This is an optimization exercise on Yosys and OpenROAD, whose aim is small area, not a production implementation. Function was checked by simulation only, so behaviour that the tests miss may differ from the original. Power is estimated from default activity; no workload was simulated. The flow treats the clock pin as an ideal source, which a real chip does not have.

===== flow/config.mk =====
export PLATFORM = sky130hd
export DESIGN_NAME = fft_sequencer
export DESIGN_NICKNAME = fft_sequencer
export VERILOG_FILES = /design/flow/design.v
export SDC_FILE = /design/flow/constraint.sdc
export NUM_CORES = 4
export LEC_CHECK = 0
export CAP_MARGIN = 20
export CORE_MARGIN = 2
export CORE_UTILIZATION = 50
export PLACE_DENSITY = 0.65
export SLEW_MARGIN = 20
export SYNTH_HIERARCHICAL = 1
export SYNTH_MINIMUM_KEEP_SIZE = 0
export BUFFER_PORTS_ARGS = -buffer_cell sky130_fd_sc_hd__buf_1
export CTS_ARGS = -sink_clustering_enable -repair_clock_nets -dont_use_dummy_load -buf_list {sky130_fd_sc_hd__clkbuf_16} -sink_clustering_size 32 -sink_clustering_max_diameter 100

===== flow/constraint.sdc =====
create_clock -name core_clock -period 10.0 [get_ports {clk}]
set_input_delay 2.0000 -clock core_clock [delete_from_list [all_inputs] [get_ports {clk}]]
set_output_delay 2.0000 -clock core_clock [all_outputs]
set_load 0.01 [all_outputs]

===== flow/design.v =====
package fft_sequencer_pkg;
    localparam int unsigned LOG2N   = 5;
    localparam int unsigned N       = 1 << LOG2N;
    localparam int unsigned PAIRS   = N / 2;
    localparam int unsigned W       = 16;
    localparam int unsigned STAGE_W = 3;
    typedef enum logic [1:0] {
        IDLE  = 2'd0,
        LOAD  = 2'd1,
        RUN   = 2'd2,
        DRAIN = 2'd3
    } state_t;
endpackage
import fft_sequencer_pkg::*;
module fft_pair_index
#(
    parameter int unsigned LOG2N = fft_sequencer_pkg::LOG2N
) (
    input  logic [STAGE_W-1:0] stage,
    input  logic [LOG2N-2:0]   pair,
    output logic [LOG2N-1:0]   pair_i,
    output logic [LOG2N-1:0]   pair_j
);
    logic [LOG2N-1:0] bitv;
    logic [LOG2N-1:0] mask;
    logic [LOG2N-1:0] pw;
    always_comb begin
        for (int k = 0; k < LOG2N; k++) begin
            bitv[k] = (stage == STAGE_W'(k + 1));
            mask[k] = (stage > STAGE_W'(k + 1));
        end
        pw     = (stage == '0) ? '0 : LOG2N'(pair);
        pair_i = ((pw & ~mask) << 1) | (pw & mask);
        pair_j = pair_i | bitv;
    end
endmodule
module fft_word_sel
#(
    parameter int unsigned WD = 32
) (
    input  logic [WD-1:0] hold,
    input  logic [WD-1:0] sa,
    input  logic [WD-1:0] sb,
    input  logic [WD-1:0] q,
    input  logic [WD-1:0] a,
    input  logic [WD-1:0] b,
    output logic [WD-1:0] y
);
    assign y = ~((hold & q) | (sa & a) | (sb & b));
endmodule
module fft_word_sel5
#(
    parameter int unsigned WD = 32
) (
    input  logic [WD-1:0] hold,
    input  logic [WD-1:0] sa,
    input  logic [WD-1:0] sb,
    input  logic [WD-1:0] sc,
    input  logic [WD-1:0] sd,
    input  logic [WD-1:0] se,
    input  logic [WD-1:0] q,
    input  logic [WD-1:0] a,
    input  logic [WD-1:0] b,
    input  logic [WD-1:0] c,
    input  logic [WD-1:0] d,
    input  logic [WD-1:0] e,
    output logic [WD-1:0] y
);
    assign y = ~((hold & q) | (sa & a) | (sb & b) | (sc & c) | (sd & d) | (se & e));
endmodule
module fft_word_sel2
#(
    parameter int unsigned WD = 32
) (
    input  logic [WD-1:0] hold,
    input  logic [WD-1:0] sa,
    input  logic [WD-1:0] q,
    input  logic [WD-1:0] a,
    output logic [WD-1:0] y
);
    assign y = ~((q | sa) & (a | hold));
endmodule
module fft_word_pick
#(
    parameter int unsigned WD = 32
) (
    input  logic [WD-1:0] sa,
    input  logic [WD-1:0] sb,
    input  logic [WD-1:0] a,
    input  logic [WD-1:0] b,
    output logic [WD-1:0] y
);
    assign y = (sa & a) | (sb & b);
endmodule
import fft_sequencer_pkg::*;
module fft_sequencer
#(
    parameter int unsigned LOG2N = fft_sequencer_pkg::LOG2N,
    parameter int unsigned W     = fft_sequencer_pkg::W
) (
    input  logic               clk,
    input  logic               rst,
    input  logic               start,
    input  logic               in_valid,
    output logic               in_ready,
    input  logic [W-1:0]       in_re,
    input  logic [W-1:0]       in_im,
    output logic [STAGE_W-1:0] bf_stage,
    output logic [LOG2N-1:0]   bf_i,
    output logic [LOG2N-1:0]   bf_j,
    output logic [W-1:0]       bf_xir,
    output logic [W-1:0]       bf_xic,
    output logic [W-1:0]       bf_xjr,
    output logic [W-1:0]       bf_xjc,
    input  logic [W-1:0]       bf_yir,
    input  logic [W-1:0]       bf_yic,
    input  logic [W-1:0]       bf_yjr,
    input  logic [W-1:0]       bf_yjc,
    output logic               out_valid,
    input  logic               out_ready,
    output logic [W-1:0]       out_re,
    output logic [W-1:0]       out_im,
    output logic [LOG2N-1:0]   out_idx,
    output logic               busy,
    output logic               done
);
    localparam int unsigned NPTS   = 1 << LOG2N;
    localparam int unsigned NPAIRS = NPTS / 2;
    logic                 load, drain;
    logic [LOG2N-1:0]     st;
    logic [LOG2N-1:0]     cnt;
    logic                 run, step, last, pend;
    logic [2*W-1:0] qa [NPAIRS];
    logic [2*W-1:0] qc [NPAIRS];
    assign run  = |st;
    assign step = run | (load & in_valid) | (drain & out_ready);
    assign last = &cnt;
    assign pend = &cnt[LOG2N-2:0];       
    always_ff @(posedge clk) begin
        if (rst) begin
            load  <= 1'b0;
            drain <= 1'b0;
            st    <= '0;
            cnt   <= '0;
            done  <= 1'b0;
        end else begin
            if (!load && !drain && !run && start) load <= 1'b1;
            if (load && in_valid && last) load <= 1'b0;
            st[0] <= (load && in_valid && last) || (st[0] && !pend);
            for (int k = 1; k < LOG2N; k++) st[k] <= pend ? st[k-1] : st[k];
            if (st[LOG2N-1] && pend) drain <= 1'b1;
            if (drain && out_ready && last) drain <= 1'b0;
            if (step) begin
                cnt[LOG2N-2:0] <= cnt[LOG2N-2:0] + (LOG2N-1)'(1);
                cnt[LOG2N-1]   <= cnt[LOG2N-1] ^ (!run && pend);
            end
            done <= drain && out_ready && last;
        end
    end
    logic [LOG2N-1:0] pi, pj, above;
    always_comb begin
        for (int k = 0; k < LOG2N; k++) begin
            above[k] = 1'b0;                     
            for (int m = 0; m < k; m++) above[k] |= st[m];
        end
        for (int k = 0; k < LOG2N; k++) begin
            pi[k] = 1'b0;
            if (k < LOG2N - 1) pi[k] |= cnt[k] & run & !above[k] & !st[k];
            if (k > 0)         pi[k] |= cnt[k-1] & above[k];
        end
        pj = pi | st;
    end
    logic blk;                   
    logic [2*W-1:0] yi, yj, xin;
    logic en_a, en_c;
    logic a_hold, a_yi, a_t0, a_t1, a_t3, a_t7;
    logic c0_hold, c0_in, c0_yj;
    logic [3:0] e_yi;            
    logic phase;
    always_ff @(posedge clk) phase <= !phase;
    assign yi  = {bf_yir, bf_yic} ^ {2*W{phase}};
    assign yj  = {bf_yjr, bf_yjc} ^ {2*W{phase}};
    assign xin = {in_re, in_im} ^ {2*W{phase}};
    always_comb begin
        e_yi[0] = st[0] & cnt[0];
        e_yi[1] = st[1] & cnt[1];
        e_yi[2] = st[2] & cnt[2];
        e_yi[3] = st[3] & cnt[3];
        blk     = |e_yi;
        en_a  = run | (load & in_valid &  cnt[0]) | (drain & out_ready & ~cnt[LOG2N-1]);
        en_c  = run | (load & in_valid & ~cnt[0]) | (drain & out_ready &  cnt[LOG2N-1]);
        a_yi   = run & !blk;
        a_t1   = e_yi[1];
        a_t3   = e_yi[2];
        a_t7   = e_yi[3];
        a_t0   = en_a & !a_yi & !a_t1 & !a_t3 & !a_t7;
        a_hold = !en_a;
        c0_in   = load & in_valid;
        c0_yj   = run;
        c0_hold = !(c0_in | c0_yj);
    end
    logic [2*W-1:0] qa_d [NPAIRS];
    logic [2*W-1:0] qc_d [NPAIRS];
    fft_word_sel #(.WD(2*W)) u_sel_c0 (
        .hold({2*W{c0_hold}}), .sa({2*W{c0_in}}), .sb({2*W{c0_yj}}), .q(qc[0]), .a(xin), .b(yj), .y(qc_d[0])
    );
    for (genvar k = 1; k < NPAIRS; k++) begin : g_word
        fft_word_sel2 #(.WD(2*W)) u_sel_a (
            .hold({2*W{!en_a}}), .sa({2*W{en_a}}), .q(qa[k]), .a(qa[k-1]), .y(qa_d[k])
        );
        if (k == 1 || k == 2 || k == 4 || k == 8) begin : g_entry
            localparam int unsigned E = (k == 1) ? 0 : (k == 2) ? 1 : (k == 4) ? 2 : 3;
            fft_word_sel #(.WD(2*W)) u_sel_c (
                .hold({2*W{!en_c}}), .sa({2*W{en_c & !e_yi[E]}}), .sb({2*W{e_yi[E]}}),
                .q(qc[k]), .a(qc[k-1]), .b(yi), .y(qc_d[k])
            );
        end else begin : g_chain
            fft_word_sel2 #(.WD(2*W)) u_sel_c (
                .hold({2*W{!en_c}}), .sa({2*W{en_c}}), .q(qc[k]), .a(qc[k-1]), .y(qc_d[k])
            );
        end
    end
    fft_word_sel5 #(.WD(2*W)) u_sel_a0 (
        .hold({2*W{a_hold}}), .sa({2*W{a_yi}}), .sb({2*W{a_t0}}), .sc({2*W{a_t1}}),
        .sd({2*W{a_t3}}), .se({2*W{a_t7}}),
        .q(qa[0]), .a(yi), .b(qc[0]), .c(qc[1]), .d(qc[3]), .e(qc[7]), .y(qa_d[0])
    );
    logic [2*W-1:0] xi, xj, out_w;
    assign xi    = qa[NPAIRS-1] ^ {2*W{phase}};
    assign xj    = qc[NPAIRS-1] ^ {2*W{phase}};
    fft_word_pick #(.WD(2*W)) u_pick_out (
        .sa({2*W{!cnt[LOG2N-1]}}), .sb({2*W{cnt[LOG2N-1]}}), .a(xi), .b(xj), .y(out_w)
    );
    always_ff @(posedge clk) begin
        for (int k = 0; k < NPAIRS; k++) begin
            qa[k] <= qa_d[k];
            qc[k] <= qc_d[k];
        end
    end
    always_comb begin
        in_ready  = load;
        out_valid = drain;
        busy      = load | drain | run;
        bf_stage  = {st[3] | st[4], st[1] | st[2], st[0] | st[2] | st[4]};
        bf_i      = pi;
        bf_j      = pj;
        {bf_xir, bf_xic} = xi;
        {bf_xjr, bf_xjc} = xj;
        {out_re, out_im} = out_w;
        out_idx   = cnt;
    end
endmodule

===== flow/flow/run.sh =====
#!/bin/bash
# Standard layout with these changes: the port buffers use the smallest buffer cell, and
# clock tree synthesis adds no dummy loads and uses larger sink clusters. ORFS writes
# each tool's log under orfs/logs; make's output goes to standard.log here.
set -euo pipefail
cat >> config.mk <<'EOC'
export BUFFER_PORTS_ARGS = -buffer_cell sky130_fd_sc_hd__buf_1
export CTS_ARGS = -sink_clustering_enable -repair_clock_nets -dont_use_dummy_load -buf_list {sky130_fd_sc_hd__clkbuf_16} -sink_clustering_size 32 -sink_clustering_max_diameter 100
EOC
bash standard.sh > standard.log 2>&1

===== flow/standard.sh =====
#!/bin/bash
# synth_recipe.tcl (not shown) runs the flow's synth.tcl, then flattens the netlist and writes it again
# the make line also repeats each setting of config.mk as NAME=value (left out here)
make -C /OpenROAD-flow-scripts/flow DESIGN_CONFIG=/design/flow/config.mk WORK_HOME=/design/flow/orfs CLKGATE_MAP_FILE= SYNTH_SCRIPT=/design/flow/synth_recipe.tcl "${@:-finish}"

==> summary.md, run 1 <==
| Metric | Value |
|---|---|
| Run status | `timing/DRC/antenna clean` |
| Post-synth EDFFs | `0` |
| Met3 wire length | `about 3200 um` |
| H-tree level count | `2` |
| Buffers added on ports | `218` |
| Nature of the critical path startpoint | `register` |
| Starting density of the core | `0.504` |
| Total nets after synthesis | `between 2000 and 3000` |
| Combinational share of power | `0.177` |
| Final setup skew | `around 0.049 ns` |
| Part of the total power dissipated in sequential elements | `0.652` |
| Sequential share of the synthesized area | `0.671` |
| Pins over their slew limit | `0` |
| Post-cts gate resize count | `0` |
| Synth cell types | `48` |
| Final GP Congestion | `just under 0.8` |
| Setup slack after placement | `roughly 4.8 ns` |
| Beginning of the critical path | `phase` |
| Max Freq | `~0.21 GHz` |
| Tot Pwr | `between 0.01 and 0.015 W` |
| Post-route non-filler standard cell count | `approximately 3500` |
| LEAKAGE | `12.7 nW` |
| Remaining antenna violation count | `0` |
| Wire length of the first global-routing pass | `roughly 110000 um` |
| R2R Setup Slk | `6.08 ns` |
| Vert. Die Dim | `253 um` |
| Number of warnings issued by yosys | `13` |
| Class of the most critical setup path | `register to output pin` |
| Floorplan die area | `approximately 0.064 sq mm` |
| Cell Rows | `91` |
| Total instance count after detailed placement | `3484` |
| Via count of the first global-routing pass | `~21000` |
| Clk sink count | `slightly above 1000` |
| Share of synthesized flip-flops with an asynchronous set or reset | `0` |
| FF-to-FF Start | `st[0]` |
| Timing endpoint of the critical path | `out_re[0]` |
| Cell count after synthesis | `about 2500` |
| Sum of net half-perimeters after detailed placement | `roughly 40000 um` |
| Number of remaining DRC errors | `0` |
| Portion of synthesized cell area occupied by the leading cell type | `0.671` |
| Per-instance average area after synthesis | `12.5 sq um` |
| Pin count of the biggest net entering global routing | `260` |
| Total routing usage reported by global routing | `0.205` |
| Residual overflow from global routing | `0` |
| Fillers | `5282` |
| Number of antenna diodes | `0` |
| Fraction of power spent switching nets | `0.272` |
| CTS Root Cell | `sky130_fd_sc_hd__clkbuf_16` |
| Final hold violations | `0` |
| Worst min path class | `register to register` |
| Post-layout min period | `around 4.8 ns` |
| P&R area growth vs syn | `9.77%` |
| Final critical-path share of the clock period | `0.482` |
| R2R cell count | `8` |
| Relative max-transition margin | `0.216` |
| CTS tree | `yes` |
| Average wire per standard cell | `a little under 20 um` |
| Number of synthesized register bits | `1038` |
| Leading register cell type out of synthesis | `sky130_fd_sc_hd__dfxtp_1` |
| Number of vias per cell after detailed routing | `about 6.3` |
| Worst EP required | `around 8.0 ns` |
| Most area-hungry cell type in the Yosys netlist | `sky130_fd_sc_hd__dfxtp_1` |
| Share of final-layout standard cells stronger than drive strength 1 | `0.0340` |
| Layout net count | `~2800` |
| Core area | `0.0615 sq mm` |
| Least setup slack across all paths after layout | `approximately 5.2 ns` |
| WL final | `68100 um` |
| Combined area of all synthesized cells | `around 0.031 sq mm` |
| Internal power | `between 0.007 and 0.008 W` |
| Worst IR Drop VDD | `roughly 140 uV` |
| Maximum clock path buffer count | `3` |
| Final setup violation count | `0` |
| Max-capacitance violation count | `0` |
| RSZ-0062 raised after global routing | `false` |
| Cell area power density | `316 mW/mm^2` |
| Met1 wire length | `31000 um` |
| Critical Path AT | `between 2 and 3 ns` |
| Via count | `about 22000` |
| Clock Latency Late Sink | `0.60 ns` |
| Net switching component of the power | `approximately 0.0029 W` |
| CTS Hold Buffers Added | `0` |
| Detailed-routed wire length on met2 | `approximately 32000 um` |
| Num ports | `~220` |
| Max FO, Critical Path | `43` |
| Total clock buffers created by CTS | `38` |
| Capturing element type of the critical path | `output pin` |
| Synth area leaders | `sky130_fd_sc_hd__dfxtp_1 67%, sky130_fd_sc_hd__o22ai_1 17%, sky130_fd_sc_hd__a222oi_1 5.2%` |
| Slew of the pin with the lowest slew margin | `around 1.2 ns` |
| Clock-pin slew of the registers on the worst-case setup and hold paths | `0.11 ns` |
| Clock share of power | `0.171` |
| Capture instance of the worst register-to-register path | `qa[0][14]` |
| Antenna violations before repair | `0` |
| First-pass iteration count of the detailed router | `9` |
| Die W | `approximately 250 um` |
| Max layer used | `met4` |
| Number of setup buffers added after CTS | `0` |
| Iter 0 DRT Violations | `2115` |
-- synthesized netlist by cell type (2+ instances only) --
cell type / instances
sky130_fd_sc_hd__and3b_1: 2
sky130_fd_sc_hd__a22oi_1: 97
sky130_fd_sc_hd__and2_1: 6
sky130_fd_sc_hd__a222oi_1: 161
sky130_fd_sc_hd__a211o_1: 2
sky130_fd_sc_hd__a311oi_1: 2
sky130_fd_sc_hd__nand3b_1: 4
sky130_fd_sc_hd__o21ai_0: 4
sky130_fd_sc_hd__and3_1: 34
sky130_fd_sc_hd__nand2_1: 13
sky130_fd_sc_hd__nor3_1: 2
sky130_fd_sc_hd__o22ai_1: 832
sky130_fd_sc_hd__clkbuf_1: 9
sky130_fd_sc_hd__nand4_1: 2
sky130_fd_sc_hd__buf_2: 19
sky130_fd_sc_hd__a21oi_1: 9
sky130_fd_sc_hd__inv_1: 5
sky130_fd_sc_hd__a22o_1: 33
sky130_fd_sc_hd__nor2_1: 9
sky130_fd_sc_hd__xor2_1: 160
sky130_fd_sc_hd__nand3_1: 5
sky130_fd_sc_hd__or2_2: 3
sky130_fd_sc_hd__or3_1: 2
sky130_fd_sc_hd__nor3b_1: 2
sky130_fd_sc_hd__dfxtp_1: 1038
sky130_fd_sc_hd__o31ai_1: 2
-- metrics by stage --
stage | setup TNS (ns) | hold WS, ns | instance area [sq um] | utilization
after floorplan | -9291.05 | 0.411 | 31000 | -
after global placement | 0 | 0.416 | 32900 | 0.536
after detailed placement | 0 | 0.423 | 33000 | 0.537
after CTS | 0 | 0.396 | 34000 | 0.553
after global routing | 0 | 0.405 | 34000 | 0.553
final | 0 | 0.390 | 34000 | 0.553
-- how the worst min path moves through the flow --
stage / startpoint / endpoint / slack, ns / depth (start not counted)
5_1_grt: qa[5][28] / qa[6][28] / 0.41 / 1
3_5_place_dp: qc[5][14] / qc[6][14] / 0.42 / 1
6_report: qa[12][27] / qa[13][27] / 0.39 / 1
2_1_floorplan: qc[2][0] / qc[3][0] / 0.41 / 1
3_3_place_gp: qc[2][15] / qc[3][15] / 0.42 / 1
4_1_cts: qa[12][27] / qa[13][27] / 0.40 / 1
-- area by class of cell --
class                   instances  area, sq um  area share
flip-flops and latches       1038        20800       0.612
multi-input cells            1406        10100       0.297
repair buffers                244         1120      0.0331
well taps                     790          988      0.0291
clock buffers                  38          951      0.0280
inverters                       6         30.0    0.000883
-- power by group through the flow --
stage | sequential (W) | clock, W | combinational, W
after CTS | 0.00700 | 0.00190 | 0.00191
after global placement | 0.00704 | 0 | 0.00179
after floorplan | 0.00685 | 0 | 0.00158
final | 0.00701 | 0.00184 | 0.00190
after global routing | 0.00723 | 0.00203 | 0.00210
after detailed placement | 0.00710 | 0 | 0.00191
-- logic make-up after synthesis --
logic type | share of synthesized area
muxes | 0.000364
AOI/OAI and AO/OA | 0.259
buffers and inverters | 0.00525
and+or+nand+nor | 0.0185
adders and majority gates | 0.000404
DFF | 0.671
xor gates and xnor gates | 0.0453
-- registers in the layout, summed over array words and instances, names as in the netlist --
name	count
drain	1
qa	512
phase	1
st	5
cnt	5
qc	512
load	1
done	1
-- worst max-delay path: stages (launching register included) --
cell                      delay (ns)
sky130_fd_sc_hd__dfxtp_4        0.92
sky130_fd_sc_hd__buf_4          0.67
sky130_fd_sc_hd__xor2_1         0.28
sky130_fd_sc_hd__a22o_1         0.18
sky130_fd_sc_hd__buf_1          0.14
-- per-layer routing --
metal  vias up  track usage
met5         -            0
met4         0       0.0622
met3        77       0.0227
met2       516        0.355
met1     10900        0.270
li1      10800            -
-- layout by cell type, fill, tap and decap left out, drive strengths merged, types with 2 or more instances in the layout --
cell	count
o21ai	4
a222oi	161
inv	6
buf	244
nor3	3
nand4	2
or3	3
or2	3
o31ai	2
a311oi	2
a22oi	97
nor3b	2
a211o	2
nor2	10
and2	6
xor2	160
a22o	33
nor4	3
nand3b	4
and3	34
a21oi	9
nand3	5
dfxtp	1038
o22ai	832
nand2	14
clkbuf	38
and3b	2
==> run 2: changes to the inputs <==
--- a/flow/design.v
+++ b/flow/design.v
@@ -173,3 +173,3 @@
     logic blk;                   
-    logic [2*W-1:0] yi, yj, xin;
+    logic [2*W-1:0] yi, yj_raw, xin_raw;
     logic en_a, en_c;
@@ -181,4 +181,4 @@
     assign yi  = {bf_yir, bf_yic} ^ {2*W{phase}};
-    assign yj  = {bf_yjr, bf_yjc} ^ {2*W{phase}};
-    assign xin = {in_re, in_im} ^ {2*W{phase}};
+    assign yj_raw  = {bf_yjr, bf_yjc};
+    assign xin_raw = {in_re, in_im};
     always_comb begin
@@ -203,4 +203,9 @@
     logic [2*W-1:0] qc_d [NPAIRS];
-    fft_word_sel #(.WD(2*W)) u_sel_c0 (
-        .hold({2*W{c0_hold}}), .sa({2*W{c0_in}}), .sb({2*W{c0_yj}}), .q(qc[0]), .a(xin), .b(yj), .y(qc_d[0])
+    logic [2*W-1:0] c0_src;
+    fft_word_pick #(.WD(2*W)) u_pick_c0 (
+        .sa({2*W{load}}), .sb({2*W{!load}}), .a(xin_raw), .b(yj_raw), .y(c0_src)
+    );
+    fft_word_sel2 #(.WD(2*W)) u_sel_c0 (
+        .hold({2*W{c0_hold}}), .sa({2*W{!c0_hold}}), .q(qc[0]), .a(c0_src ^ {2*W{phase}}),
+        .y(qc_d[0])
     );
@@ -222,7 +227,12 @@
     end
-    fft_word_sel5 #(.WD(2*W)) u_sel_a0 (
-        .hold({2*W{a_hold}}), .sa({2*W{a_yi}}), .sb({2*W{a_t0}}), .sc({2*W{a_t1}}),
-        .sd({2*W{a_t3}}), .se({2*W{a_t7}}),
-        .q(qa[0]), .a(yi), .b(qc[0]), .c(qc[1]), .d(qc[3]), .e(qc[7]), .y(qa_d[0])
-    );
+    logic [2*W-1:0] a0_lo, a0_hi;
+    fft_word_sel #(.WD(2*W)) u_sel_a0_lo (
+        .hold({2*W{a_hold}}), .sa({2*W{a_yi}}), .sb({2*W{a_t0}}),
+        .q(qa[0]), .a(yi), .b(qc[0]), .y(a0_lo)
+    );
+    fft_word_sel #(.WD(2*W)) u_sel_a0_hi (
+        .hold({2*W{a_t1}}), .sa({2*W{a_t3}}), .sb({2*W{a_t7}}),
+        .q(qc[1]), .a(qc[3]), .b(qc[7]), .y(a0_hi)
+    );
+    assign qa_d[0] = a0_lo & a0_hi;
     logic [2*W-1:0] xi, xj, out_w;
==> run 2 against run 1 <==
Still clean; sequential share of layout area up 0.23 points; register-to-register slack improved by 0.05 ns; via count shrank 0.40%; power about the same; final cell count fell by 0.97%; critical path type unchanged; largest power group unchanged.
==> summary.md, run 2 <==
| Metric | Value |
|---|---|
| Run status | `timing/DRC/antenna clean` |
| Final setup skew | `0.0431 ns (-0.00600 ns)` |
| Leading register cell type out of synthesis | `sky130_fd_sc_hd__dfxtp_1` |
| Max-capacitance violation count | `0 (unchanged)` |
| First-pass iteration count of the detailed router | `12 (+3)` |
| Beginning of the critical path | `phase` |
| CTS Hold Buffers Added | `0 (unchanged)` |
| Total instance count after detailed placement | `3448 (-1.0%)` |
| Multi-input logic area | `0.00991 sq mm (-2.0%)` |
| Layout net count | `2810 (-0.92%)` |
| WL final | `69200 um (+1.6%)` |
| Vert. Die Dim | `252 um (-0.37%)` |
| Sum of net half-perimeters after detailed placement | `39400 um (+1.0%)` |
| Number of synthesized register bits | `1038 (unchanged)` |
| Num ports | `219 (unchanged)` |
| Storage cell area | `0.0208 sq mm (about the same)` |
| Post-synth EDFFs | `0 (unchanged)` |
| Worst EP required | `8.00 ns (about the same)` |
| Most area-hungry cell type in the Yosys netlist | `sky130_fd_sc_hd__dfxtp_1` |
| Most common cell in the synthesized netlist | `sky130_fd_sc_hd__dfxtp_1` |
| Top post-synthesis cells by count | `1038 x sky130_fd_sc_hd__dfxtp_1, 864 x sky130_fd_sc_hd__o22ai_1, 193 x sky130_fd_sc_hd__a222oi_1` |
| Worst min path class | `register to register` |
| Sequential share of the synthesized area | `0.676 (+0.00511)` |
| Final hold violations | `0 (unchanged)` |
| Class of the most critical setup path | `register to output pin` |
| Number of vias per cell after detailed routing | `6.35 (+0.58%)` |
| Total nets after synthesis | `2549 (-1.2%)` |
| Fillers | `5180 (-1.9%)` |
| Post-route non-filler standard cell count | `3488 (-0.97%)` |
| Core area | `0.0606 sq mm (-1.5%)` |
| Final GP Congestion | `0.792 (+1.5%)` |
| Antenna violations before repair | `0 (unchanged)` |
| Starting density of the core | `0.507 (+0.00363)` |
| Clk sink count | `1038 (unchanged)` |
| Die W | `252 um (-0.37%)` |
| R2R cell count | `7 (-1)` |
| H-tree level count | `2 (unchanged)` |
| Biggest registers after layout | `qa (512), qc (512)` |
| RSZ-0062 raised after global routing | `false` |
| Number of remaining DRC errors | `0 (unchanged)` |
| Tot Pwr | `0.0107 W (about the same)` |
| Maximum clock path buffer count | `3 (unchanged)` |
| CTS tree | `yes` |
| Cell area power density | `317 mW/mm^2 (+0.34%)` |
| Post-Layout Inst Area | `0.0339 sq mm (-0.37%)` |
| Iter 0 DRT Violations | `2590 (+22%)` |
| Share of final-layout standard cells stronger than drive strength 1 | `0.0362 (+0.00217)` |
| Final critical-path share of the clock period | `0.500 (+0.0174)` |
| Portion of synthesized cell area occupied by the leading cell type | `0.676 (+0.00511)` |
| Pin count of the biggest net entering global routing | `249 (-4.2%)` |
| Relative max-transition margin | `0.163 (-0.0534)` |
| Capture instance of the worst register-to-register path | `qa[0][9]` |
| Instance area at placement | `0.0329 sq mm (-0.56%)` |
| CTS Root Cell | `sky130_fd_sc_hd__clkbuf_16` |
| Total clock buffers created by CTS | `38 (unchanged)` |
| Via count | `22200 (-0.40%)` |
| Number of setup buffers added after CTS | `0 (unchanged)` |
| Final setup violation count | `0 (unchanged)` |
| Post-cts gate resize count | `0 (unchanged)` |
| Total routing usage reported by global routing | `0.210 (+0.00476)` |
| Slew of the pin with the lowest slew margin | `1.26 ns (+0.0801 ns)` |
| FF-to-FF Start | `cnt[4]` |
| Number of warnings issued by yosys | `14 (+1)` |
| Capturing element type of the critical path | `output pin` |
| Timing endpoint of the critical path | `out_im[6]` |
| Worst IR Drop VDD | `130 uV (-6.6%)` |
| Combined area of all synthesized cells | `0.0307 sq mm (-0.76%)` |
| Buffers added on ports | `218 (unchanged)` |
| Max FO, Critical Path | `55 (+28%)` |
| Synth cell types | `46 (-4.2%)` |
| Clock-pin slew of the registers on the worst-case setup and hold paths | `0.11 ns (about the same)` |
| Cell count after synthesis | `2447 (-1.3%)` |
| R2R Setup Slk | `6.13 ns (+0.05 ns)` |
| Floorplan die area | `0.0635 sq mm (-0.74%)` |
| Post-layout min period | `5.00 ns (+0.174 ns)` |
| Pins over their slew limit | `0 (unchanged)` |
| LEAKAGE | `12.5 nW (-1.2%)` |
| Average wire per standard cell | `19.8 um (+2.6%)` |
| Clock Latency Late Sink | `0.59 ns (about the same)` |
| Via count of the first global-routing pass | `20500 (-2.3%)` |
| Wire length of the first global-routing pass | `110000 um (+1.6%)` |
| Critical Path AT | `3.00 ns (+0.18 ns)` |
| P&R area growth vs syn | `10.2%` |
| Per-instance average area after synthesis | `12.6 sq um (+0.54%)` |
| Remaining antenna violation count | `0 (unchanged)` |
| Most common library cell in the layout ignoring fill and taps | `sky130_fd_sc_hd__dfxtp_1` |
| Nature of the critical path startpoint | `register` |
| Share of synthesized flip-flops with an asynchronous set or reset | `0 (unchanged)` |
| Residual overflow from global routing | `0 (unchanged)` |
| Total negative slack | `0 ns (unchanged)` |
| Synth area leaders | `sky130_fd_sc_hd__dfxtp_1 68%, sky130_fd_sc_hd__o22ai_1 18%, sky130_fd_sc_hd__a222oi_1 6.3%` |
| Max Freq | `0.200 GHz (-3.5%)` |
| Commonest cells after routing, fill and taps aside | `1035 x sky130_fd_sc_hd__dfxtp_1, 864 x sky130_fd_sc_hd__o22ai_1, 218 x sky130_fd_sc_hd__buf_1` |
| Number of antenna diodes | `0 (unchanged)` |
| Cell Rows | `90 (-1.1%)` |
| Worst hold slack across all endpoints | `0.400 ns (+0.0107 ns)` |
[run 2: cell count changes in the layout (fill, tap and decap cells not counted), moves of 32 or more]
| cell | delta |
|---|---|
| sky130_fd_sc_hd__a22oi_1 | -96 |
| sky130_fd_sc_hd__and2_1 | +33 |
| sky130_fd_sc_hd__and3_1 | -33 |
| sky130_fd_sc_hd__a222oi_1 | +32 |
| sky130_fd_sc_hd__a22o_1 | +32 |
| sky130_fd_sc_hd__o22ai_1 | +32 |
| sky130_fd_sc_hd__xor2_1 | -32 |
[run 2: cell families (layout without fill, tap and decap cells)]
family,Yosys count,after routing,share of synthesized area
buffers and inverters,33,292,0.00464
adder cells (fa/ha/maj),1,1,0.000407
XOR/XNOR,128,128,0.0365
flip-flops,1038,1038,0.676
multiplexers,1,1,0.000366
AO/OA/AOI/OAI,1152,1152,0.264
AND/OR/NAND/NOR,94,94,0.0178
[run 2: stage by stage]
step | setup WS [ns] | util
floorplan | -5.53 | -
global route | 4.81 | 0.559
finish | 5.00 | 0.559
detailed placement | 4.66 | 0.542
CTS | 4.94 | 0.558
global placement | 4.70 | 0.540
[run 2: final cells by class]
type,count,area share
timing repair buffer,247,0.0354
sequential,1038,0.614
clock buffer,38,0.0281
tap,782,0.0289
multi-input combinational,1376,0.293
inverter,7,0.00115
[run 2: worst min path at each step]
stage                    from   endpoint  cells past startpoint
finish              qc[2][11]  qc[3][11]                      1
global route        qa[12][7]  qa[13][7]                      1
CTS                 qa[12][7]  qa[13][7]                      1
detailed placement  qc[4][10]  qc[5][10]                      1
global placement    qc[2][28]  qc[3][28]                      1
floorplan            qc[4][0]   qc[5][0]                      1
[run 2: per-layer routing]
layer	share of wire	wire length, um	GRT usage	vias to the layer above
li1	-	-	-	10700
met1	0.45	31500	0.288	10800
met2	0.48	33000	0.353	571
met3	0.051	3530	0.0257	82
met4	0.018	1240	0.0529	0
met5	0	0	0	-
[run 2: critical path: stages (launching register included)]
cell                      delay (ns)
sky130_fd_sc_hd__dfxtp_4        0.85
sky130_fd_sc_hd__buf_4          0.89
sky130_fd_sc_hd__xor2_1         0.27
sky130_fd_sc_hd__a22o_1         0.18
sky130_fd_sc_hd__buf_1          0.15
[run 2: power by group]
group	internal [W]	total (W)	switching, W
combinational	0.00112	0.00189	0.000765
sequential	0.00597	0.00701	0.00104
clock	0.000693	0.00185	0.00115
==> run 3: changes to the inputs <==
--- a/flow/design.v
+++ b/flow/design.v
@@ -14,24 +14,2 @@
 import fft_sequencer_pkg::*;
-module fft_pair_index
-#(
-    parameter int unsigned LOG2N = fft_sequencer_pkg::LOG2N
-) (
-    input  logic [STAGE_W-1:0] stage,
-    input  logic [LOG2N-2:0]   pair,
-    output logic [LOG2N-1:0]   pair_i,
-    output logic [LOG2N-1:0]   pair_j
-);
-    logic [LOG2N-1:0] bitv;
-    logic [LOG2N-1:0] mask;
-    logic [LOG2N-1:0] pw;
-    always_comb begin
-        for (int k = 0; k < LOG2N; k++) begin
-            bitv[k] = (stage == STAGE_W'(k + 1));
-            mask[k] = (stage > STAGE_W'(k + 1));
-        end
-        pw     = (stage == '0) ? '0 : LOG2N'(pair);
-        pair_i = ((pw & ~mask) << 1) | (pw & mask);
-        pair_j = pair_i | bitv;
-    end
-endmodule
 module fft_word_sel
@@ -49,22 +27,2 @@
     assign y = ~((hold & q) | (sa & a) | (sb & b));
-endmodule
-module fft_word_sel5
-#(
-    parameter int unsigned WD = 32
-) (
-    input  logic [WD-1:0] hold,
-    input  logic [WD-1:0] sa,
-    input  logic [WD-1:0] sb,
-    input  logic [WD-1:0] sc,
-    input  logic [WD-1:0] sd,
-    input  logic [WD-1:0] se,
-    input  logic [WD-1:0] q,
-    input  logic [WD-1:0] a,
-    input  logic [WD-1:0] b,
-    input  logic [WD-1:0] c,
-    input  logic [WD-1:0] d,
-    input  logic [WD-1:0] e,
-    output logic [WD-1:0] y
-);
-    assign y = ~((hold & q) | (sa & a) | (sb & b) | (sc & c) | (sd & d) | (se & e));
 endmodule
@@ -174,3 +132,3 @@
     logic [2*W-1:0] yi, yj_raw, xin_raw;
-    logic en_a, en_c;
+    logic en_a, en_c;            
     logic a_hold, a_yi, a_t0, a_t1, a_t3, a_t7;
--- a/flow/config.mk
+++ b/flow/config.mk
@@ -9,4 +9,4 @@
 export CORE_MARGIN = 2
-export CORE_UTILIZATION = 50
-export PLACE_DENSITY = 0.65
+export CORE_UTILIZATION = 40
+export PLACE_DENSITY = 0.55
 export SLEW_MARGIN = 20
==> run 3 against run 2 <==
Largest power group unchanged; critical path type unchanged; cell area is 0.60% higher; register-to-register slack gained 0.11 ns; combinational power about the same; final cell count rose by 7.1%; die area up 25%; critical endpoint is now out_re[4]; first-iteration DRC count is 18% lower; utilization shrank 11 points; maximum frequency is 2.1% lower.
==> summary.md, run 3 <==
| Metric | Value |
|---|---|
| Layout net count | `2808 (-0.071%)` |
| Average wire per standard cell | `19.7 um (-1.0%)` |
| Internal power | `0.00779 W (about the same)` |
| Max Freq | `0.196 GHz (-2.1%)` |
| Final critical-path share of the clock period | `0.510 (+0.0107)` |
| Least setup slack across all paths after layout | `4.90 ns (-0.107 ns)` |
| Global route hottest layer | `met2` |
| Total routing usage reported by global routing | `0.178 (-0.0314)` |
| Combined area of all synthesized cells | `0.0307 sq mm (unchanged)` |
| LEAKAGE | `12.5 nW (-0.32%)` |
| Post-synth EDFFs | `0 (unchanged)` |
| Fillers | `7016 (+35%)` |
| Num ports | `219 (unchanged)` |
| Most common cell in the synthesized netlist | `sky130_fd_sc_hd__dfxtp_1` |
| Share of synthesized flip-flops with an asynchronous set or reset | `0 (unchanged)` |
| P&R area growth vs syn | `10.9%` |
| WL final | `73400 um (+6.0%)` |
| CTS tree | `yes` |
| First-pass iteration count of the detailed router | `7 (-5)` |
| Hold path startpoint | `qc[8][15]` |
| Vert. Die Dim | `281 um (+12%)` |
| M2 GR Usage | `0.299 (-0.0541)` |
| Post-cts gate resize count | `0 (unchanged)` |
| Clock share of power | `0.173 (about the same)` |
| Max FO, Critical Path | `37 (-33%)` |
| Run status | `timing/DRC/antenna clean` |
| R2R cell count | `7 (unchanged)` |
| Clk sink count | `1038 (unchanged)` |
| Final setup skew | `0.0459 ns (+0.00279 ns)` |
| Most common library cell in the layout ignoring fill and taps | `sky130_fd_sc_hd__dfxtp_1` |
| Worst hold path cell count | `1 (unchanged)` |
| Number of setup buffers added after CTS | `0 (unchanged)` |
| Capture instance of the worst register-to-register path | `qa[0][0]` |
| Worst IR Drop VDD | `121 uV (-7.1%)` |
| Die W | `281 um (+12%)` |
| Remaining antenna violation count | `0 (unchanged)` |
| Final setup violation count | `0 (unchanged)` |
| Buffers added on ports | `218 (unchanged)` |
| R2R Setup Slk | `6.24 ns (+0.11 ns)` |
| Synth area leaders | `sky130_fd_sc_hd__dfxtp_1 68%, sky130_fd_sc_hd__o22ai_1 18%, sky130_fd_sc_hd__a222oi_1 6.3%` |
| Class of the most critical setup path | `register to output pin` |
| CTS Root Cell | `sky130_fd_sc_hd__clkbuf_16` |
| Fraction of power spent switching nets | `0.275 (about the same)` |
| Final hold violations | `0 (unchanged)` |
| H-tree level count | `2 (unchanged)` |
| Net switching component of the power | `0.00295 W (about the same)` |
| Tot Pwr | `0.0107 W (about the same)` |
| Synth cell types | `46 (unchanged)` |
| Sum of net half-perimeters after detailed placement | `40600 um (+2.9%)` |
| Cell Rows | `101 (+12%)` |
| Capturing element type of the critical path | `output pin` |
| Slew of the pin with the lowest slew margin | `1.08 ns (-0.173 ns)` |
| Post-layout min period | `5.10 ns (+0.107 ns)` |
| Nature of the critical path startpoint | `register` |
| Share of final-layout standard cells stronger than drive strength 1 | `0.0355 (-0.000713)` |
| Core area | `0.0759 sq mm (+25%)` |
| Total nets after synthesis | `2549 (unchanged)` |
| Number of antenna diodes | `0 (unchanged)` |
| FF-to-FF Start | `st[0]` |
| Worst EP required | `8.00 ns (about the same)` |
| Setup slack after placement | `4.96 ns (+0.304 ns)` |
| Portion of synthesized cell area occupied by the leading cell type | `0.676 (unchanged)` |
| Critical Path AT | `3.10 ns (+0.10 ns)` |
| Total clock buffers created by CTS | `38 (unchanged)` |
| Wire length of the first global-routing pass | `115000 um (+5.0%)` |
| Starting density of the core | `0.405 (-0.103)` |
| Leading register cell type out of synthesis | `sky130_fd_sc_hd__dfxtp_1` |
| Worst hold slack across all endpoints | `0.399 ns (-0.00140 ns)` |
| Per-instance average area after synthesis | `12.6 sq um (unchanged)` |
| GRT met3 Usage | `0.0221 (-0.00358)` |
| Cell count after synthesis | `2447 (unchanged)` |
| Worst min path class | `register to register` |
| Number of vias per cell after detailed routing | `5.96 (-6.2%)` |
| Share of the core filled with cells | `0.449 (-0.110)` |
| Commonest cells after routing, fill and taps aside | `1035 x sky130_fd_sc_hd__dfxtp_1, 864 x sky130_fd_sc_hd__o22ai_1, 218 x sky130_fd_sc_hd__buf_1` |
| Number of remaining DRC errors | `0 (unchanged)` |
| Via count | `22200 (+0.40%)` |
| Most area-hungry cell type in the Yosys netlist | `sky130_fd_sc_hd__dfxtp_1` |
| Max-capacitance violation count | `0 (unchanged)` |
| Number of synthesized register bits | `1038 (unchanged)` |
| Biggest registers after layout | `qa (512), qc (512)` |
| Number of warnings issued by yosys | `14 (unchanged)` |
| Maximum clock path buffer count | `3 (unchanged)` |
| Relative max-transition margin | `0.275 (+0.113)` |
| Top post-synthesis cells by count | `1038 x sky130_fd_sc_hd__dfxtp_1, 864 x sky130_fd_sc_hd__o22ai_1, 193 x sky130_fd_sc_hd__a222oi_1` |
| Combinational share of power | `0.175 (about the same)` |
| Endpoint with the worst hold slack | `qc[9][15]` |
| RSZ-0062 raised after global routing | `false` |
| Part of the total power dissipated in sequential elements | `0.652 (about the same)` |
| Residual overflow from global routing | `0 (unchanged)` |
| Via count of the first global-routing pass | `21100 (+2.9%)` |
| Antenna violations before repair | `0 (unchanged)` |
| Clock Latency Late Sink | `0.61 ns (+0.02 ns)` |
| Met1 usage in global routing | `0.242 (-0.0465)` |
| Cell area power density | `315 mW/mm^2 (-0.66%)` |
| CTS Hold Buffers Added | `0 (unchanged)` |
| Pins over their slew limit | `0 (unchanged)` |
| Final GP Congestion | `0.747 (-5.7%)` |
| Floorplan die area | `0.0791 sq mm (+25%)` |
| Sequential share of the synthesized area | `0.676 (unchanged)` |
| Clock-pin slew of the registers on the worst-case setup and hold paths | `0.11 ns (about the same)` |
| Iter 0 DRT Violations | `2131 (-18%)` |
| Pin count of the biggest net entering global routing | `219 (-12%)` |
## run 3: cell types whose count changed in the layout (fill, tap and decap cells not counted), sizes merged
cell    delta
buf        -2
clkinv     -1
inv        +1
## run 3: logic make-up after synthesis
logic type,Yosys count,synth area share
AO/OA/AOI/OAI,1152,0.264
flip-flops,1038,0.676
XOR/XNOR,128,0.0365
AND/OR/NAND/NOR,94,0.0178
buffers and inverters,33,0.00464
multiplexers,1,0.000366
adder cells (fa/ha/maj),1,0.000407
## run 3: per-layer routing
metal	routed length [um]	up-vias
met5	0	-
met4	1570	0
met3	3370	83
met2	34400	529
met1	34000	10900
li1	-	10700
## run 3: final cells by class
type                    instances  area [sq um]  share of cell area
clock buffers                  38           951              0.0279
inverters                       7          33.8            0.000992
multi-input cells            1376          9910               0.291
flip-flops and latches       1038         20800               0.610
well taps                    1030          1290              0.0378
repair buffers                245          1090              0.0321
## run 3: power groups by stage
stage,sequential (W),clock (W),combinational [W]
floorplan,0.00683,0,0.00154
global placement,0.00704,0,0.00180
detailed placement,0.00709,0,0.00188
CTS,0.00700,0.00194,0.00189
global route,0.00723,0.00208,0.00208
finish,0.00700,0.00186,0.00188
## run 3: critical path: stages, from the launching register on
cell and delay [ns]:
sky130_fd_sc_hd__dfxtp_4 0.64, sky130_fd_sc_hd__buf_4 0.63, sky130_fd_sc_hd__buf_4 0.61, sky130_fd_sc_hd__xor2_1 0.25
sky130_fd_sc_hd__a22o_1 0.17, sky130_fd_sc_hd__buf_1 0.15
## run 3: metrics by stage
step	instance area, sq um	setup TNS, ns	cells
2_1_floorplan	30800	-3078.20	2447
3_3_place_gp	33100	0	3695
3_5_place_dp	33100	0	3695
4_1_cts	34000	0	3733
5_1_grt	34100	0	3734
6_report	34100	0	3734
## run 3: worst max-delay path by stage
stage,from,end,slack (ns),cells past startpoint
after floorplan,out_ready,qc[10][0],-5.53,4
after global placement,out_ready,qa[0][13],5.00,8
after detailed placement,out_ready,qa[0][6],4.96,8
after CTS,phase,out_re[4],4.79,5
after global routing,phase,out_re[0],4.65,5
final,phase,out_re[4],4.90,5
==> run 4: changes to the inputs <==
--- a/flow/config.mk
+++ b/flow/config.mk
@@ -9,4 +9,4 @@
 export CORE_MARGIN = 2
-export CORE_UTILIZATION = 40
-export PLACE_DENSITY = 0.55
+export CORE_UTILIZATION = 50
+export PLACE_DENSITY = 0.65
 export SLEW_MARGIN = 20
==> run 4 against run 3 <==
Sequential power about the same; highest routed layer unchanged; still clean on timing, DRC and antenna; final cell count down 6.6%; flip-flop and latch count unchanged; setup slack improved by 0.11 ns; clock power barely moved; utilization grew 11 points; first-iteration DRC count grew 22%; critical endpoint is now out_im[6].
==> summary.md, run 4 <==
| Metric | Value |
|---|---|
| Run status | `timing/DRC/antenna clean` |
| Cell Rows | `90 (-11%)` |
| CTS Hold Buffers Added | `0 (unchanged)` |
| Least setup slack across all paths after layout | `5.00 ns (+0.107 ns)` |
| Per-instance average area after synthesis | `12.6 sq um (unchanged)` |
| Clock Latency Late Sink | `0.59 ns (-0.02 ns)` |
| Pin count of the biggest net entering global routing | `249 (+14%)` |
| Portion of synthesized cell area occupied by the leading cell type | `0.676 (unchanged)` |
| Number of antenna diodes | `0 (unchanged)` |
| Storage cell area | `0.0208 sq mm (unchanged)` |
| Final critical-path share of the clock period | `0.500 (-0.0107)` |
| Post-cts gate resize count | `0 (unchanged)` |
| Number of remaining DRC errors | `0 (unchanged)` |
| Worst hold slack across all endpoints | `0.400 ns (+0.00140 ns)` |
| Most common library cell in the layout ignoring fill and taps | `sky130_fd_sc_hd__dfxtp_1` |
| H-tree level count | `2 (unchanged)` |
| Wire length of the first global-routing pass | `110000 um (-4.8%)` |
| Post-layout min period | `5.00 ns (-0.107 ns)` |
| Number of vias per cell after detailed routing | `6.35 (+6.6%)` |
| Via count | `22200 (-0.40%)` |
| Buffers added on ports | `218 (unchanged)` |
| Post-synth EDFFs | `0 (unchanged)` |
| Class of the most critical setup path | `register to output pin` |
| Total routing usage reported by global routing | `0.210 (+0.0314)` |
| Capturing element type of the critical path | `output pin` |
| Final GP Congestion | `0.792 (+6.1%)` |
| Via count of the first global-routing pass | `20500 (-2.8%)` |
| Core area | `0.0606 sq mm (-20%)` |
| Nature of the critical path startpoint | `register` |
| P&R area growth vs syn | `10.2%` |
| Maximum clock path buffer count | `3 (unchanged)` |
| Layout net count | `2810 (+0.071%)` |
| Number of setup buffers added after CTS | `0 (unchanged)` |
| Average wire per standard cell | `19.8 um (+1.0%)` |
| Total clock buffers created by CTS | `38 (unchanged)` |
| Relative max-transition margin | `0.163 (-0.113)` |
| Final setup violation count | `0 (unchanged)` |
| Vert. Die Dim | `252 um (-10%)` |
| First-pass iteration count of the detailed router | `12 (+5)` |
| Share of synthesized flip-flops with an asynchronous set or reset | `0 (unchanged)` |
| Starting density of the core | `0.507 (+0.103)` |
| Critical Path AT | `3.00 ns (-0.10 ns)` |
| Final hold violations | `0 (unchanged)` |
| Max-capacitance violation count | `0 (unchanged)` |
| Worst IR Drop VDD | `130 uV (+7.6%)` |
| Max FO, Critical Path | `55 (+49%)` |
| Residual overflow from global routing | `0 (unchanged)` |
| Floorplan die area | `0.0635 sq mm (-20%)` |
| CTS Root Cell | `sky130_fd_sc_hd__clkbuf_16` |
| Most area-hungry cell type in the Yosys netlist | `sky130_fd_sc_hd__dfxtp_1` |
| Synth area leaders | `sky130_fd_sc_hd__dfxtp_1 68%, sky130_fd_sc_hd__o22ai_1 18%, sky130_fd_sc_hd__a222oi_1 6.3%` |
| Iter 0 DRT Violations | `2590 (+22%)` |
| Sum of net half-perimeters after detailed placement | `39400 um (-2.8%)` |
| Leading register cell type out of synthesis | `sky130_fd_sc_hd__dfxtp_1` |
| Number of warnings issued by yosys | `14 (unchanged)` |
| Setup slack after placement | `4.66 ns (-0.304 ns)` |
| Multi-input logic area | `0.00991 sq mm (unchanged)` |
| Die W | `252 um (-10%)` |
| Most common cell in the synthesized netlist | `sky130_fd_sc_hd__dfxtp_1` |
| Fillers | `5180 (-26%)` |
| WL final | `69200 um (-5.6%)` |
| Cell area power density | `317 mW/mm^2 (+0.66%)` |
| RSZ-0062 raised after global routing | `false` |
| Worst EP required | `8.00 ns (about the same)` |
| Clk sink count | `1038 (unchanged)` |
| Pins over their slew limit | `0 (unchanged)` |
| Worst min path class | `register to register` |
| Commonest cells after routing, fill and taps aside | `1035 x sky130_fd_sc_hd__dfxtp_1, 864 x sky130_fd_sc_hd__o22ai_1, 218 x sky130_fd_sc_hd__buf_1` |
| Final setup skew | `0.0431 ns (-0.00279 ns)` |
| R2R Setup Slk | `6.13 ns (-0.11 ns)` |
| Combined area of all synthesized cells | `0.0307 sq mm (unchanged)` |
| Total negative slack | `0 ns (unchanged)` |
| Remaining antenna violation count | `0 (unchanged)` |
| CTS tree | `yes` |
| Num ports | `219 (unchanged)` |
| Biggest registers after layout | `qa (512), qc (512)` |
| Post-route non-filler standard cell count | `3488 (-6.6%)` |
| Cell count after synthesis | `2447 (unchanged)` |
| Slew of the pin with the lowest slew margin | `1.26 ns (+0.173 ns)` |
| Total instance count after detailed placement | `3448 (-6.7%)` |
| Total nets after synthesis | `2549 (unchanged)` |
| LEAKAGE | `12.5 nW (+0.32%)` |
| Sequential share of the synthesized area | `0.676 (unchanged)` |
| Share of final-layout standard cells stronger than drive strength 1 | `0.0362 (+0.000713)` |
| Max Freq | `0.200 GHz (+2.1%)` |
| Number of synthesized register bits | `1038 (unchanged)` |
| Clock-pin slew of the registers on the worst-case setup and hold paths | `0.11 ns (about the same)` |
| Antenna violations before repair | `0 (unchanged)` |
| Synth cell types | `46 (unchanged)` |
| Top post-synthesis cells by count | `1038 x sky130_fd_sc_hd__dfxtp_1, 864 x sky130_fd_sc_hd__o22ai_1, 193 x sky130_fd_sc_hd__a222oi_1` |
run 4: cell counts after synthesis:
Identical to the previous run, type by type.
run 4: cell families (layout without fill, tap and decap cells):
family	count (synthesis)	count (layout)	share of synthesized area
AOI/OAI and AO/OA	1152	1152	0.264
DFF	1038	1038	0.676
xor gates and xnor gates	128	128	0.0365
and+or+nand+nor	94	94	0.0178
buffers and inverters	33	292	0.00464
adders and majority gates	1	1	0.000407
muxes	1	1	0.000366
run 4: report_power, final:
part           switching (W)  total, W  internal [W]
sequential           0.00104   0.00701       0.00597
combinational       0.000765   0.00189       0.00112
clock                0.00115   0.00185      0.000693
run 4: final cells by class:
type                       instances  area share
clock buffer                      38      0.0281
inverter                           7     0.00115
multi-input combinational       1376       0.293
sequential                      1038       0.614
tap                              782      0.0289
timing repair buffer             247      0.0354
run 4: routing by layer:
metal | wire length [um] | GRT usage
met4 | 1240 | 0.0529
met2 | 33000 | 0.353
met3 | 3530 | 0.0257
met5 | 0 | 0
met1 | 31500 | 0.288
run 4: through the flow:
stage	instance area, sq um	power, W	utilization
2_1_floorplan	30800	0.00837	-
3_3_place_gp	32700	0.00880	0.540
3_5_place_dp	32900	0.00898	0.542
4_1_cts	33800	0.0108	0.558
5_1_grt	33900	0.0114	0.559
6_report	33900	0.0107	0.559
run 4: path summary, 6_finish.rpt:
check / startpoint / endpoint / cells after the start
setup / recovery: phase / out_im[6] / 4
hold / removal: qc[2][11] / qc[3][11] / 1
setup reg to reg: cnt[4] / qa[0][9] / 7
hold reg to reg: qc[2][11] / qc[3][11] / 1
run 4: critical path, cell delays in order (launching register included):
cell	delay, ns
sky130_fd_sc_hd__dfxtp_4	0.85
sky130_fd_sc_hd__buf_4	0.89
sky130_fd_sc_hd__xor2_1	0.27
sky130_fd_sc_hd__a22o_1	0.18
sky130_fd_sc_hd__buf_1	0.15
==> run 5: changes to the inputs <==
--- a/flow/config.mk
+++ b/flow/config.mk
@@ -7,3 +7,3 @@
 export LEC_CHECK = 0
-export CAP_MARGIN = 20
+export CAP_MARGIN = 0
 export CORE_MARGIN = 2
@@ -11,3 +11,3 @@
 export PLACE_DENSITY = 0.65
-export SLEW_MARGIN = 20
+export SLEW_MARGIN = 0
 export SYNTH_HIERARCHICAL = 1
==> run 5 against run 4 <==
Setup slack better by 0.0074 ns; hold slack lost 0.014 ns; die area is the same; flip-flop and latch count unchanged; synthesized cell count is the same; synthesized area is the same.
==> summary.md, run 5 <==
| Metric | Value |
|---|---|
| Met1 wire length | `31500 um (-0.12%)` |
| Capture instance of the worst register-to-register path | `qc[3][29]` |
| Capturing element type of the critical path | `output pin` |
| Beginning of the critical path | `phase` |
| Worst min path class | `register to register` |
| Internal power | `0.00778 W (about the same)` |
| Post-synth EDFFs | `0 (unchanged)` |
| Part of the total power dissipated in sequential elements | `0.653 (about the same)` |
| Post-synthesis adder-cell area fraction | `0.000407 (unchanged)` |
| Clock Latency Late Sink | `0.61 ns (+0.02 ns)` |
| H-tree level count | `2 (unchanged)` |
| Worst EP required | `8.00 ns (about the same)` |
| Cell area power density | `319 mW/mm^2 (+0.38%)` |
| Fillers | `5189 (+0.17%)` |
| Core area | `0.0606 sq mm (unchanged)` |
| Final hold violations | `0 (unchanged)` |
| Most common library cell in the layout ignoring fill and taps | `sky130_fd_sc_hd__dfxtp_1` |
| Biggest registers after layout | `qa (512), qc (512)` |
| Class of the most critical setup path | `register to output pin` |
| Number of remaining DRC errors | `0 (unchanged)` |
| Net switching component of the power | `0.00295 W (-0.34%)` |
| Met3 wire length | `3570 um (+1.2%)` |
| Final setup violation count | `0 (unchanged)` |
| Max Freq | `0.200 GHz (+0.15%)` |
| Layout net count | `2803 (-0.25%)` |
| P&R area growth vs syn | `9.60%` |
| Timing endpoint of the critical path | `out_im[3]` |
| RSZ-0062 raised after global routing | `false` |
| Worst IR Drop VDD | `119 uV (-8.2%)` |
| Share of the synthesized netlist area taken by xor and xnor gates | `0.0365 (unchanged)` |
| Detailed-routed wire length on met2 | `32600 um (-1.2%)` |
| Least setup slack across all paths after layout | `5.01 ns (+0.00736 ns)` |
| Cell Rows | `90 (unchanged)` |
| Number of setup buffers added after CTS | `0 (unchanged)` |
| Num ports | `219 (unchanged)` |
| Cell count after synthesis | `2447 (unchanged)` |
| Fraction of power spent switching nets | `0.275 (-0.000505)` |
| First-pass iteration count of the detailed router | `10 (-2)` |
| Sequential share of the synthesized area | `0.676 (unchanged)` |
| Clk sink count | `1038 (unchanged)` |
| Combined area of all synthesized cells | `0.0307 sq mm (unchanged)` |
| Pin count of the biggest net entering global routing | `249 (unchanged)` |
| Combinational family with the most area after synthesis | `compound AO/OA/AOI/OAI gates` |
| CTS tree | `yes` |
| CTS Root Cell | `sky130_fd_sc_hd__clkbuf_16` |
| Floorplan die area | `0.0635 sq mm (unchanged)` |
| Total routing usage reported by global routing | `0.210 (+0.000572)` |
| Via count | `22100 (-0.44%)` |
| Share of final-layout standard cells stronger than drive strength 1 | `0.0337 (-0.00250)` |
| Iter 0 DRT Violations | `2450 (-5.4%)` |
| Nature of the critical path startpoint | `register` |
| FF-to-FF Start | `cnt[4]` |
| Number of antenna diodes | `0 (unchanged)` |
| Critical Path AT | `2.99 ns (about the same)` |
| Final critical-path share of the clock period | `0.499 (-0.000736)` |
| Die W | `252 um (unchanged)` |
| Setup slack after placement | `4.64 ns (-0.0171 ns)` |
| Vert. Die Dim | `252 um (unchanged)` |
| Synth area leaders | `sky130_fd_sc_hd__dfxtp_1 68%, sky130_fd_sc_hd__o22ai_1 18%, sky130_fd_sc_hd__a222oi_1 6.3%` |
| WL final | `69100 um (-0.16%)` |
| R2R Setup Slk | `5.60 ns (-0.53 ns)` |
| Most area-hungry cell type in the Yosys netlist | `sky130_fd_sc_hd__dfxtp_1` |
| Max FO, Critical Path | `43 (-22%)` |
| Total clock buffers created by CTS | `38 (unchanged)` |
| Remaining antenna violation count | `0 (unchanged)` |
| Wire length of the first global-routing pass | `110000 um (about the same)` |
| Via count of the first global-routing pass | `20500 (-0.0098%)` |
| Pins over their slew limit | `0 (unchanged)` |
| Starting density of the core | `0.507 (unchanged)` |
| Portion of synthesized cell area occupied by the leading cell type | `0.676 (unchanged)` |
| Synth cell types | `46 (unchanged)` |
| Run status | `timing/DRC/antenna clean` |
| Post-cts gate resize count | `0 (unchanged)` |
| Simple-gate share of the synthesized area | `0.0178 (unchanged)` |
| Number of warnings issued by yosys | `14 (unchanged)` |
| R2R cell count | `7 (unchanged)` |
| Per-instance average area after synthesis | `12.6 sq um (unchanged)` |
| Number of vias per cell after detailed routing | `6.34 (-0.24%)` |
| Clock-pin slew of the registers on the worst-case setup and hold paths | `0.11 ns (about the same)` |
| Number of synthesized register bits | `1038 (unchanged)` |
| Post-layout min period | `4.99 ns (-0.00736 ns)` |
| LEAKAGE | `12.4 nW (-0.64%)` |
| Final setup skew | `0.0452 ns (+0.00211 ns)` |
| Maximum clock path buffer count | `3 (unchanged)` |
| Combinational share of power | `0.175 (about the same)` |
| CTS Hold Buffers Added | `0 (unchanged)` |
| Synth Area in Compound Gates | `0.264 (unchanged)` |
| Most common cell in the synthesized netlist | `sky130_fd_sc_hd__dfxtp_1` |
| Proportion of synthesized area in mux cells | `0.000366 (unchanged)` |
| Residual overflow from global routing | `0 (unchanged)` |
| Max-capacitance violation count | `0 (unchanged)` |
| Top post-synthesis cells by count | `1038 x sky130_fd_sc_hd__dfxtp_1, 864 x sky130_fd_sc_hd__o22ai_1, 193 x sky130_fd_sc_hd__a222oi_1` |
| Tot Pwr | `0.0107 W (-0.16%)` |
| Leading register cell type out of synthesis | `sky130_fd_sc_hd__dfxtp_1` |
| Sum of net half-perimeters after detailed placement | `38700 um (-2.0%)` |
| Clock share of power | `0.172 (about the same)` |
| Average wire per standard cell | `19.9 um (about the same)` |
| Relative max-transition margin | `0.120 (-0.0432)` |
| Share of synthesized flip-flops with an asynchronous set or reset | `0 (unchanged)` |
| Worst hold slack across all endpoints | `0.387 ns (-0.0138 ns)` |
| Buffers added on ports | `218 (unchanged)` |
| Antenna violations before repair | `0 (unchanged)` |
| Final GP Congestion | `0.792 (unchanged)` |
| Slew of the pin with the lowest slew margin | `1.32 ns (+0.0617 ns)` |
| Total nets after synthesis | `2549 (unchanged)` |
| Commonest cells after routing, fill and taps aside | `1035 x sky130_fd_sc_hd__dfxtp_1, 864 x sky130_fd_sc_hd__o22ai_1, 218 x sky130_fd_sc_hd__buf_1` |
| Max layer used | `met4` |
## run 5: how the worst min path moves through the flow
stage                    from   endpoint  slack (ns)  cells after the start
floorplan            qc[4][0]   qc[5][0]        0.41                      1
global placement    qc[2][28]  qc[3][28]        0.41                      1
detailed placement  qc[6][17]  qc[7][17]        0.42                      1
CTS                 qa[11][7]  qa[12][7]        0.39                      1
global route        qa[10][5]  qa[11][5]        0.41                      1
finish              qa[13][5]  qa[14][5]        0.39                      1
## run 5: kinds of logic (layout without fill, tap and decap cells)
group | after synthesis | in the layout
DFF | 1038 | 1038
buffers and inverters | 33 | 285
AOI/OAI and AO/OA | 1152 | 1152
adders and majority gates | 1 | 1
muxes | 1 | 1
xor gates and xnor gates | 128 | 128
and+or+nand+nor | 94 | 94
## run 5: layout make-up
class | count | area, sq um | area share
clock buffer | 38 | 951 | 0.0282
inverter | 7 | 33.8 | 0.00100
multi-input combinational | 1376 | 9910 | 0.294
sequential | 1038 | 20800 | 0.617
tap | 782 | 978 | 0.0291
timing repair buffer | 240 | 1020 | 0.0303
## run 5: critical path: stages (launching register included)
cell and delay, ns:
sky130_fd_sc_hd__dfxtp_4 0.85, sky130_fd_sc_hd__buf_4 0.62, sky130_fd_sc_hd__xor2_1 0.51, sky130_fd_sc_hd__a22o_1 0.24
sky130_fd_sc_hd__buf_1 0.15
## run 5: routing by layer
metal,global-route usage,vias up
met1,0.289,10700
met3,0.0203,83
met2,0.353,574
met4,0.0634,0
li1,-,10700
met5,0,-
## run 5: per-stage QoR
| stage | cells | util | setup TNS, ns | instance area, sq um |
|---|---|---|---|---|
| floorplan | 2447 | - | -3078.20 | 30800 |
| global placement | 3443 | 0.540 | 0 | 32700 |
| detailed placement | 3443 | 0.540 | 0 | 32700 |
| CTS | 3481 | 0.556 | 0 | 33700 |
| global route | 3481 | 0.556 | 0 | 33700 |
| finish | 3481 | 0.556 | 0 | 33700 |
## run 5: power groups by stage
stage	Clock [W]	Combinational, W	Sequential (W)
detailed placement	0	0.00188	0.00709
global route	0.00204	0.00208	0.00723
finish	0.00184	0.00188	0.00701
global placement	0	0.00178	0.00702
floorplan	0	0.00154	0.00683
CTS	0.00191	0.00188	0.00700
==> run 6: changes to the inputs <==
--- a/flow/design.v
+++ b/flow/design.v
@@ -51,2 +51,12 @@
     assign y = (sa & a) | (sb & b);
+endmodule
+module fft_word_inv
+#(
+    parameter int unsigned WD = 32
+) (
+    input  logic [WD-1:0] inv,
+    input  logic [WD-1:0] a,
+    output logic [WD-1:0] y
+);
+    assign y = a ^ inv;
 endmodule
@@ -136,5 +146,8 @@
     logic [3:0] e_yi;            
-    logic phase;
-    always_ff @(posedge clk) phase <= !phase;
-    assign yi  = {bf_yir, bf_yic} ^ {2*W{phase}};
+    logic phase, phase0;         
+    always_ff @(posedge clk) begin
+        phase <= !phase;
+        if (load && in_valid && last) phase0 <= !phase;
+    end
+    assign yi  = {bf_yir, bf_yic};
     assign yj_raw  = {bf_yjr, bf_yjc};
@@ -165,4 +178,6 @@
     );
+    logic [2*W-1:0] c0_in_w;
+    fft_word_inv #(.WD(2*W)) u_inv_c0 (.inv({2*W{load & phase}}), .a(c0_src), .y(c0_in_w));
     fft_word_sel2 #(.WD(2*W)) u_sel_c0 (
-        .hold({2*W{c0_hold}}), .sa({2*W{!c0_hold}}), .q(qc[0]), .a(c0_src ^ {2*W{phase}}),
+        .hold({2*W{c0_hold}}), .sa({2*W{!c0_hold}}), .q(qc[0]), .a(c0_in_w),
         .y(qc_d[0])
@@ -196,4 +211,21 @@
     logic [2*W-1:0] xi, xj, out_w;
-    assign xi    = qa[NPAIRS-1] ^ {2*W{phase}};
-    assign xj    = qc[NPAIRS-1] ^ {2*W{phase}};
+    logic xc_i, xc_j;            
+    always_comb begin
+        xc_i = 1'b0;
+        xc_j = 1'b0;
+        if (st[0]) begin
+            xc_i = phase;
+            xc_j = phase;
+        end
+        if (st[1]) begin
+            xc_i = cnt[0];
+            xc_j = !cnt[0];
+        end
+        if (drain) begin
+            xc_i = phase ^ phase0 ^ cnt[0];
+            xc_j = phase ^ phase0 ^ cnt[0];
+        end
+    end
+    fft_word_inv #(.WD(2*W)) u_inv_xi (.inv({2*W{xc_i}}), .a(qa[NPAIRS-1]), .y(xi));
+    fft_word_inv #(.WD(2*W)) u_inv_xj (.inv({2*W{xc_j}}), .a(qc[NPAIRS-1]), .y(xj));
     fft_word_pick #(.WD(2*W)) u_pick_out (
==> run 6 against run 5 <==
Count of clock-buffer cells in the layout stayed put; synthesized cell count is 1.4% lower; clock power hardly changed; sequential power is 0.7% lower; highest routed layer is now met5; cell area is 0.58% lower; final cell count is 0.66% lower; wire length is 1.4% higher; sequential share of layout area is 0.44 points higher; largest cell class unchanged; largest power group unchanged; utilization hardly changed; hold slack worse by 0.0025 ns; flip-flop and latch count is 1 higher; non-clock buffer count is 6 lower.
==> summary.md, run 6 <==
| Metric | Value |
|---|---|
| Proportion of synthesized area in mux cells | `0.000370 (+0.00000324)` |
| FF-to-FF Start | `cnt[4]` |
| Slew of the pin with the lowest slew margin | `1.35 ns (+0.0334 ns)` |
| Clock Latency Late Sink | `0.60 ns (about the same)` |
| Core area | `0.0602 sq mm (-0.56%)` |
| Total clock buffers created by CTS | `38 (unchanged)` |
| Share of final-layout standard cells stronger than drive strength 1 | `0.0314 (-0.00229)` |
| Biggest registers after layout | `qa (512), qc (512)` |
| Run status | `timing/DRC/antenna clean` |
| Combinational family with the most area after synthesis | `compound AO/OA/AOI/OAI gates` |
| Most common cell in the synthesized netlist | `sky130_fd_sc_hd__dfxtp_1` |
| Top post-synthesis cells by count | `1038 x sky130_fd_sc_hd__dfxtp_1, 864 x sky130_fd_sc_hd__o22ai_1, 193 x sky130_fd_sc_hd__a222oi_1` |
| Floorplan die area | `0.0629 sq mm (-0.86%)` |
| Buffers added on ports | `218 (unchanged)` |
| Clock-pin slew of the registers on the worst-case setup and hold paths | `0.12 ns (about the same)` |
| Number of setup buffers added after CTS | `0 (unchanged)` |
| Final hold violations | `0 (unchanged)` |
| CTS Root Cell | `sky130_fd_sc_hd__clkbuf_16` |
| H-tree level count | `2 (unchanged)` |
| Starting density of the core | `0.506 (-0.00162)` |
| Class of the most critical setup path | `register to output pin` |
| Share of synthesized flip-flops with an asynchronous set or reset | `0 (unchanged)` |
| Worst hold path cell count | `1 (unchanged)` |
| Sum of net half-perimeters after detailed placement | `39200 um (+1.3%)` |
| Least setup slack across all paths after layout | `4.74 ns (-0.273 ns)` |
| Total routing usage reported by global routing | `0.215 (+0.00468)` |
| Max-capacitance violation count | `0 (unchanged)` |
| LEAKAGE | `12.3 nW (-1.4%)` |
| Num ports | `219 (unchanged)` |
| Hold path startpoint | `qa[10][13]` |
| CTS tree | `yes` |
| Worst IR Drop VDD | `119 uV (-0.40%)` |
| Capturing element type of the critical path | `output pin` |
| Share of the core filled with cells | `0.556 (about the same)` |
[run 6: cell types whose count changed in the layout (fill, tap and decap cells not counted), moves of 2 or more]
| cell | change |
|---|---|
| sky130_fd_sc_hd__nand2_1 | +3 |
| sky130_fd_sc_hd__inv_1 | +2 |
| sky130_fd_sc_hd__buf_4 | -8 |
| sky130_fd_sc_hd__xor2_1 | -32 |
| sky130_fd_sc_hd__buf_12 | +2 |
| sky130_fd_sc_hd__diode_2 | +3 |
| sky130_fd_sc_hd__nor3_1 | +3 |
| sky130_fd_sc_hd__o21ai_4 | +2 |
[run 6: routing by layer]
metal	routed length [um]	track usage	up-vias
li1	-	-	10700
met1	31500	0.295	10700
met2	33500	0.361	577
met3	3910	0.0284	71
met4	1200	0.0512	6
met5	39	0	-
[run 6: logic make-up (layout without fill, tap and decap cells)]
family                     after synthesis  after routing
AOI/OAI and AO/OA                     1153           1153
DFF                                   1039           1039
and+or+nand+nor                        100            100
xor gates and xnor gates                97             97
buffers and inverters                   21            282
adders and majority gates                1              1
muxes                                    1              1
other                                    0              3
[run 6: critical path: stages, from the launching register on]
cell	delay, ns
sky130_fd_sc_hd__dfxtp_1	0.68
sky130_fd_sc_hd__xor3_1	0.35
sky130_fd_sc_hd__nand2_1	0.14
sky130_fd_sc_hd__o21ai_4	0.10
sky130_fd_sc_hd__buf_4	0.59
sky130_fd_sc_hd__xor2_1	0.43
sky130_fd_sc_hd__a22o_1	0.19
sky130_fd_sc_hd__buf_1	0.15
[run 6: where the power goes]
group	internal, W	total, W	switching (W)
Clock	0.000693	0.00185	0.00116
Combinational	0.00110	0.00186	0.000756
Sequential	0.00594	0.00696	0.00102
Total	0.00774	0.0107	0.00293
[run 6: final cells by class]
type	count	area, sq um
diodes	3	7.51
clock buffers	38	951
fillers	5140	26800
inverters	10	45.0
multi-input cells	1352	9690
flip-flops and latches	1039	20800
well taps	782	978
repair buffers	234	1000
[run 6: per-stage QoR]
stage / cell area, sq um / hold WS, ns
2_1_floorplan: 30500 / 0.410
3_3_place_gp: 32500 / 0.416
3_5_place_dp: 32500 / 0.422
4_1_cts: 33500 / 0.383
5_1_grt: 33500 / 0.396
6_report: 33500 / 0.384
[run 6: worst max path at each step]
stage                     startpoint        end  slack (ns)
after global placement      in_valid  qc[1][13]        4.59
after detailed placement    in_valid   qc[1][1]        4.44
after CTS                     cnt[0]  out_im[1]        4.62
after floorplan             in_valid  qc[10][0]      -21.81
after global routing          cnt[0]  out_im[1]        4.56
final                         cnt[0]  out_im[1]        4.74

Check on run 6: ideal ports give 4.739 ns setup slack; a clkbuf_16 on the clock port and buf_2 on the inputs give 4.684 ns; moving port delays by the midpoint clock arrival (0.637 ns) as well gives 4.373 ns.
